This is an optimization exercise on Yosys and OpenROAD, whose aim is small area and few clock cycles, not a production implementation. Function was checked by simulation only, so behaviour that the tests miss may differ from the original. Power and IR drop assume default switching activity.

## run R
==> flow/design.v (excerpt) <==
module mvuTop (
	input  logic                           clk,
	input  logic                           rst,
	input  logic                           wWr,
	input  logic [mvuPkg::FOLD_WIDTH-1:0]  wAddr,
	input  logic [mvuPkg::WTILE_WIDTH-1:0] wData,
	input  logic [mvuPkg::FOLD_WIDTH-1:0]  foldCount,
	input  logic                           aStrobe,
	input  logic [mvuPkg::ATILE_WIDTH-1:0] aData,
	input  logic                           aPad,
	output logic                           outVld,
	output logic [mvuPkg::OUT_WIDTH-1:0]   outData,
	output logic [mvuPkg::LANE_WIDTH-1:0]  outLane,
	output logic                           hold
);
	localparam int N = QDEPTH;
	localparam int OW = $clog2(N + 1);
	logic [WTILE_WIDTH-1:0] mem [8];
	always_ff @(posedge clk) begin
		if (wWr)
			mem[wAddr] <= wData;
	end
	logic [7:0] pos;
	logic       atEnd;
	logic       atStart;
	assign atEnd = pos[foldCount];
	assign atStart = pos[0];
	always_ff @(posedge clk) begin
		if (rst)
			pos <= 8'd1;
		else if (aStrobe)
			pos <= atEnd ? 8'd1 : {pos[6:0], 1'b0};
	end
	logic [WTILE_WIDTH-1:0] w;
	logic [ATILE_WIDTH-1:0] av;
	logic [9:0]             rowA [2];
	logic [9:0]             rowB [2];
	logic [9:0]             csA [2];
	logic [9:0]             csB [2];
	logic                   firstA;	 
	logic                   lastA;	 
	always_comb begin
		w = '0;
		for (int k = 0; k < 8; k++)
			w = w | (pos[k] ? mem[k] : '0);
	end
	assign av = (aStrobe && !aPad) ? aData : '0;
	for (genvar pe = 0; pe < 2; pe++) begin : g_pe
		dotCS dotCS_i (
			.w    (w[pe*16 +: 16]),
			.a    (av),
			.rowA (rowA[pe]),
			.rowB (rowB[pe])
		);
	end
	always_ff @(posedge clk) begin
		for (int pe = 0; pe < 2; pe++) begin
			csA[pe] <= rowA[pe];
			csB[pe] <= rowB[pe];
		end
	end
	always_ff @(posedge clk) begin
		if (rst) begin
			firstA <= 1'b0;
			lastA <= 1'b0;
		end else begin
			firstA <= aStrobe && atStart;
			lastA <= aStrobe && atEnd;
		end
	end
	logic signed [ACC_WIDTH-1:0] acc [2];
	logic signed [ACC_WIDTH-1:0] accNext [2];
	always_comb begin
		for (int pe = 0; pe < 2; pe++)
			accNext[pe] = (firstA ? '0 : acc[pe]) + ACC_WIDTH'(csA[pe]) + ACC_WIDTH'(csB[pe])
				- ACC_WIDTH'(480);
	end
	always_ff @(posedge clk) begin
		for (int pe = 0; pe < 2; pe++)
			acc[pe] <= accNext[pe];
  ...
Size in the first run: ~1200 cells after synthesis, about 70 I/O pins, roughly 0.017 mm2 of cells after synthesis.
==> module mvuTop, before the edit <==
module mvuTop (
	input  logic                           clk,
	input  logic                           rst,
	input  logic                           wWr,
	input  logic [mvuPkg::FOLD_WIDTH-1:0]  wAddr,
	input  logic [mvuPkg::WTILE_WIDTH-1:0] wData,
	input  logic [mvuPkg::FOLD_WIDTH-1:0]  foldCount,
	input  logic                           aStrobe,
	input  logic [mvuPkg::ATILE_WIDTH-1:0] aData,
	input  logic                           aPad,
	output logic                           outVld,
	output logic [mvuPkg::OUT_WIDTH-1:0]   outData,
	output logic [mvuPkg::LANE_WIDTH-1:0]  outLane,
	output logic                           hold
);
	localparam int N = QDEPTH;
	localparam int OW = $clog2(N + 1);
	logic [WTILE_WIDTH-1:0] mem [8];
	always_ff @(posedge clk) begin
		if (wWr)
			mem[wAddr] <= wData;
	end
	logic [7:0] pos;
	logic       atEnd;
	logic       atStart;
	assign atEnd = pos[foldCount];
	assign atStart = pos[0];
	always_ff @(posedge clk) begin
		if (rst)
			pos <= 8'd1;
		else if (aStrobe)
			pos <= atEnd ? 8'd1 : {pos[6:0], 1'b0};
	end
	logic [WTILE_WIDTH-1:0] w;
	logic [ATILE_WIDTH-1:0] av;
	logic [9:0]             rowA [2];
	logic [9:0]             rowB [2];
	logic [9:0]             csA [2];
	logic [9:0]             csB [2];
	logic                   firstA;	 
	logic                   lastA;	 
	always_comb begin
		w = '0;
		for (int k = 0; k < 8; k++)
			w = w | (pos[k] ? mem[k] : '0);
	end
	assign av = (aStrobe && !aPad) ? aData : '0;
	for (genvar pe = 0; pe < 2; pe++) begin : g_pe
		dotCS dotCS_i (
			.w    (w[pe*16 +: 16]),
			.a    (av),
			.rowA (rowA[pe]),
			.rowB (rowB[pe])
		);
	end
	always_ff @(posedge clk) begin
		for (int pe = 0; pe < 2; pe++) begin
			csA[pe] <= rowA[pe];
			csB[pe] <= rowB[pe];
		end
	end
	always_ff @(posedge clk) begin
		if (rst) begin
			firstA <= 1'b0;
			lastA <= 1'b0;
		end else begin
			firstA <= aStrobe && atStart;
			lastA <= aStrobe && atEnd;
		end
	end
	logic signed [ACC_WIDTH-1:0] acc [2];
	logic signed [ACC_WIDTH-1:0] accNext [2];
	always_comb begin
		for (int pe = 0; pe < 2; pe++)
			accNext[pe] = (firstA ? '0 : acc[pe]) + ACC_WIDTH'(csA[pe]) + ACC_WIDTH'(csB[pe])
				- ACC_WIDTH'(480);
	end
	always_ff @(posedge clk) begin
		for (int pe = 0; pe < 2; pe++)
			acc[pe] <= accNext[pe];
	end
	function automatic logic [OUT_WIDTH-1:0] requant(input logic signed [ACC_WIDTH-1:0] v);
		if (v[ACC_WIDTH-1])
			requant = '0;
		else if (|v[ACC_WIDTH-2:OUT_WIDTH+2])
			requant = '1;
		else
			requant = v[OUT_WIDTH+1:2];
	endfunction
	logic [OUT_WIDTH-1:0] q [N];
	logic [OW-1:0]        occ;
	logic [OW-1:0]        base;
	logic [OW-1:0]        occNext;
	logic [OW-1:0]        occAfter;
	logic                 lane;
	assign base = occ - OW'(occ != '0);
	assign occNext = base + (lastA ? OW'(2) : OW'(0));
	assign occAfter = occNext - OW'(occNext != '0);
	always_ff @(posedge clk) begin
		for (int i = 0; i < N; i++) begin
			if (lastA && OW'(i) == base)
				q[i] <= requant(accNext[0]);
			else if (lastA && OW'(i) == base + 1'b1)
				q[i] <= requant(accNext[1]);
			else if (i < N - 1)
				q[i] <= q[i + 1];
		end
	end
	always_ff @(posedge clk) begin
		if (rst) begin
			occ <= '0;
			lane <= 1'b0;
		end else begin
			occ <= occNext;
			if (occ != '0)
				lane <= !lane;
		end
	end
	assign outVld = (occ != '0);
	assign outData = q[0];
	assign outLane = lane;
	assign hold = (32'(occAfter) + 2 > N);
endmodule
export LEC_CHECK = 0
export CAP_MARGIN = 20
export CORE_MARGIN = 2
export CORE_UTILIZATION = 70
export CTS_BUF_LIST = sky130_fd_sc_hd__clkbuf_8
export CTS_CLUSTER_DIAMETER = 50
export CTS_CLUSTER_SIZE = 20
export SLEW_MARGIN = 20
create_clock -name core_clock -period 5.0 [get_ports {clk}]
standard.sh (not shown) runs the stock make flow with config.mk's settings and CLKGATE_MAP_FILE= SYNTH_SCRIPT=/design/flow/synth_recipe.tcl, a recipe that flattens the netlist after the stock synthesis.
==> flow/flow/run.sh <==
#!/bin/bash
# Standard layout with two changes: the port buffers are plain buffers, and
# after synthesis the full adders' polarities are rebalanced to drop
# inverters (fapol.py; a full adder with all pins complemented is the same
# function, so the netlist's behaviour and registers are unchanged).
set -euo pipefail
export BUFFER_PORTS_ARGS="-buffer_cell sky130_fd_sc_hd__buf_1"
RES=$PWD/orfs/results/sky130hd/mvuTop/base
bash standard.sh $RES/1_2_yosys.v > standard_synth.log 2>&1
cp $RES/1_2_yosys.v $RES/1_2_yosys.std.v
python3 flow/fapol.py $RES/1_2_yosys.std.v $RES/1_2_yosys.v > fapol.log 2>&1
bash standard.sh > standard.log 2>&1
Other scripts of this flow, unchanged in this note and not shown: flow/flow/fapol.py
Testbench counts of run R, summed over its fixed seeds: cycles 9,873.
For run A, these inputs were changed with respect to run R:
--- a/flow/design.v
+++ b/flow/design.v
@@ -3,11 +3,10 @@
 	localparam int unsigned WTILE_WIDTH = 32;	 
 	localparam int unsigned ATILE_WIDTH = 16;	 
 	localparam int unsigned OUT_WIDTH = 8;
 	localparam int unsigned LANE_WIDTH = 1;
 	localparam int unsigned ACC_WIDTH = 13;	 
-	localparam int unsigned QDEPTH = 3;	 
 endpackage
 module dotCS (
 	input  logic [15:0]  w,
 	input  logic [15:0]  a,
 	output logic [9:0]  rowA,
@@ -216,12 +215,10 @@
 	output logic                           outVld,
 	output logic [mvuPkg::OUT_WIDTH-1:0]   outData,
 	output logic [mvuPkg::LANE_WIDTH-1:0]  outLane,
 	output logic                           hold
 );
-	localparam int N = QDEPTH;
-	localparam int OW = $clog2(N + 1);
 	logic [WTILE_WIDTH-1:0] mem [8];
 	always_ff @(posedge clk) begin
 		if (wWr)
 			mem[wAddr] <= wData;
 	end
@@ -290,39 +287,35 @@
 		else if (|v[ACC_WIDTH-2:OUT_WIDTH+2])
 			requant = '1;
 		else
 			requant = v[OUT_WIDTH+1:2];
 	endfunction
-	logic [OUT_WIDTH-1:0] q [N];
-	logic [OW-1:0]        occ;
-	logic [OW-1:0]        base;
-	logic [OW-1:0]        occNext;
-	logic [OW-1:0]        occAfter;
-	logic                 lane;
-	assign base = occ - OW'(occ != '0);
-	assign occNext = base + (lastA ? OW'(2) : OW'(0));
-	assign occAfter = occNext - OW'(occNext != '0);
+	logic fin;
+	logic [OUT_WIDTH-1:0] q0;
+	logic [OUT_WIDTH-1:0] q1;
+	logic [1:0]           occ;
+	logic [1:0]           base;
+	logic                 push;
+	logic                 finNext;
+	logic [1:0]           occNext;
+	assign base = occ - 2'(occ != '0);
+	assign push = fin && (base == '0);
+	assign finNext = (fin && !push) || lastA;
+	assign occNext = push ? 2'd2 : base;
 	always_ff @(posedge clk) begin
-		for (int i = 0; i < N; i++) begin
-			if (lastA && OW'(i) == base)
-				q[i] <= requant(accNext[0]);
-			else if (lastA && OW'(i) == base + 1'b1)
-				q[i] <= requant(accNext[1]);
-			else if (i < N - 1)
-				q[i] <= q[i + 1];
-		end
+		q0 <= push ? requant(acc[0]) : q1;
+		q1 <= requant(acc[1]);
 	end
 	always_ff @(posedge clk) begin
 		if (rst) begin
 			occ <= '0;
-			lane <= 1'b0;
+			fin <= 1'b0;
 		end else begin
 			occ <= occNext;
-			if (occ != '0)
-				lane <= !lane;
+			fin <= finNext;
 		end
 	end
 	assign outVld = (occ != '0);
-	assign outData = q[0];
-	assign outLane = lane;
-	assign hold = (32'(occAfter) + 2 > N);
+	assign outData = q0;
+	assign outLane = (occ == 2'd1);
+	assign hold = finNext && (occNext == 2'd2);
 endmodule
--- outcome ---
Cmp run A vs run R: worst slack at placement higher in run A
Leakage power ended up about 4.5% lower on run A than on run R.
Re shortest period the worst path allows: run A and run R aren't equal, and the higher value belongs to run A.
Relative to run R, the die area measured on run A has decreased by a few percent.
Diff run R -> run A: worst hold slack picked up an extra 0.024 ns; setup slack of the critical path after layout lost 0.072 ns; routed wire length lost 2400 um.
Testbench counts of run A, summed over its fixed seeds: cycles 9,881.

[re-timing with driven ports]
How much do the figures lean on ideal ports? The routed layouts below were timed once more, with nothing changed but the port constraints.
Step 1 (the two cells are an assumption about what drives the block):
set clk [get_ports {clk}]
set_driving_cell -lib_cell sky130_fd_sc_hd__clkbuf_16 $clk
set_driving_cell -lib_cell sky130_fd_sc_hd__buf_2 [delete_from_list [all_inputs] $clk]
Step 2, shift: input delay + t, output delay - t, t = (earliest + latest rising clock arrival at the registers) / 2. This alone moves slack from input paths to output paths.
Three values: no drivers, after step 1, after step 2; two values: the first two.
run	t, ns	setup slack, ns	worst setup path after step 2	latest minus earliest clock arrival (ns)
run R	0.655	0.378 / 0.378 / -0.064	input to register	0.057 / 0.058
run A	0.637	0.305 / 0.305 / 0.016	input to register	0.055 / 0.055
With both steps, setup timing fails in run R, where it was met with ideal ports. For run R, which loses most, drivers alone change the setup slack by 0.000 ns; drivers and shift together by -0.442 ns.
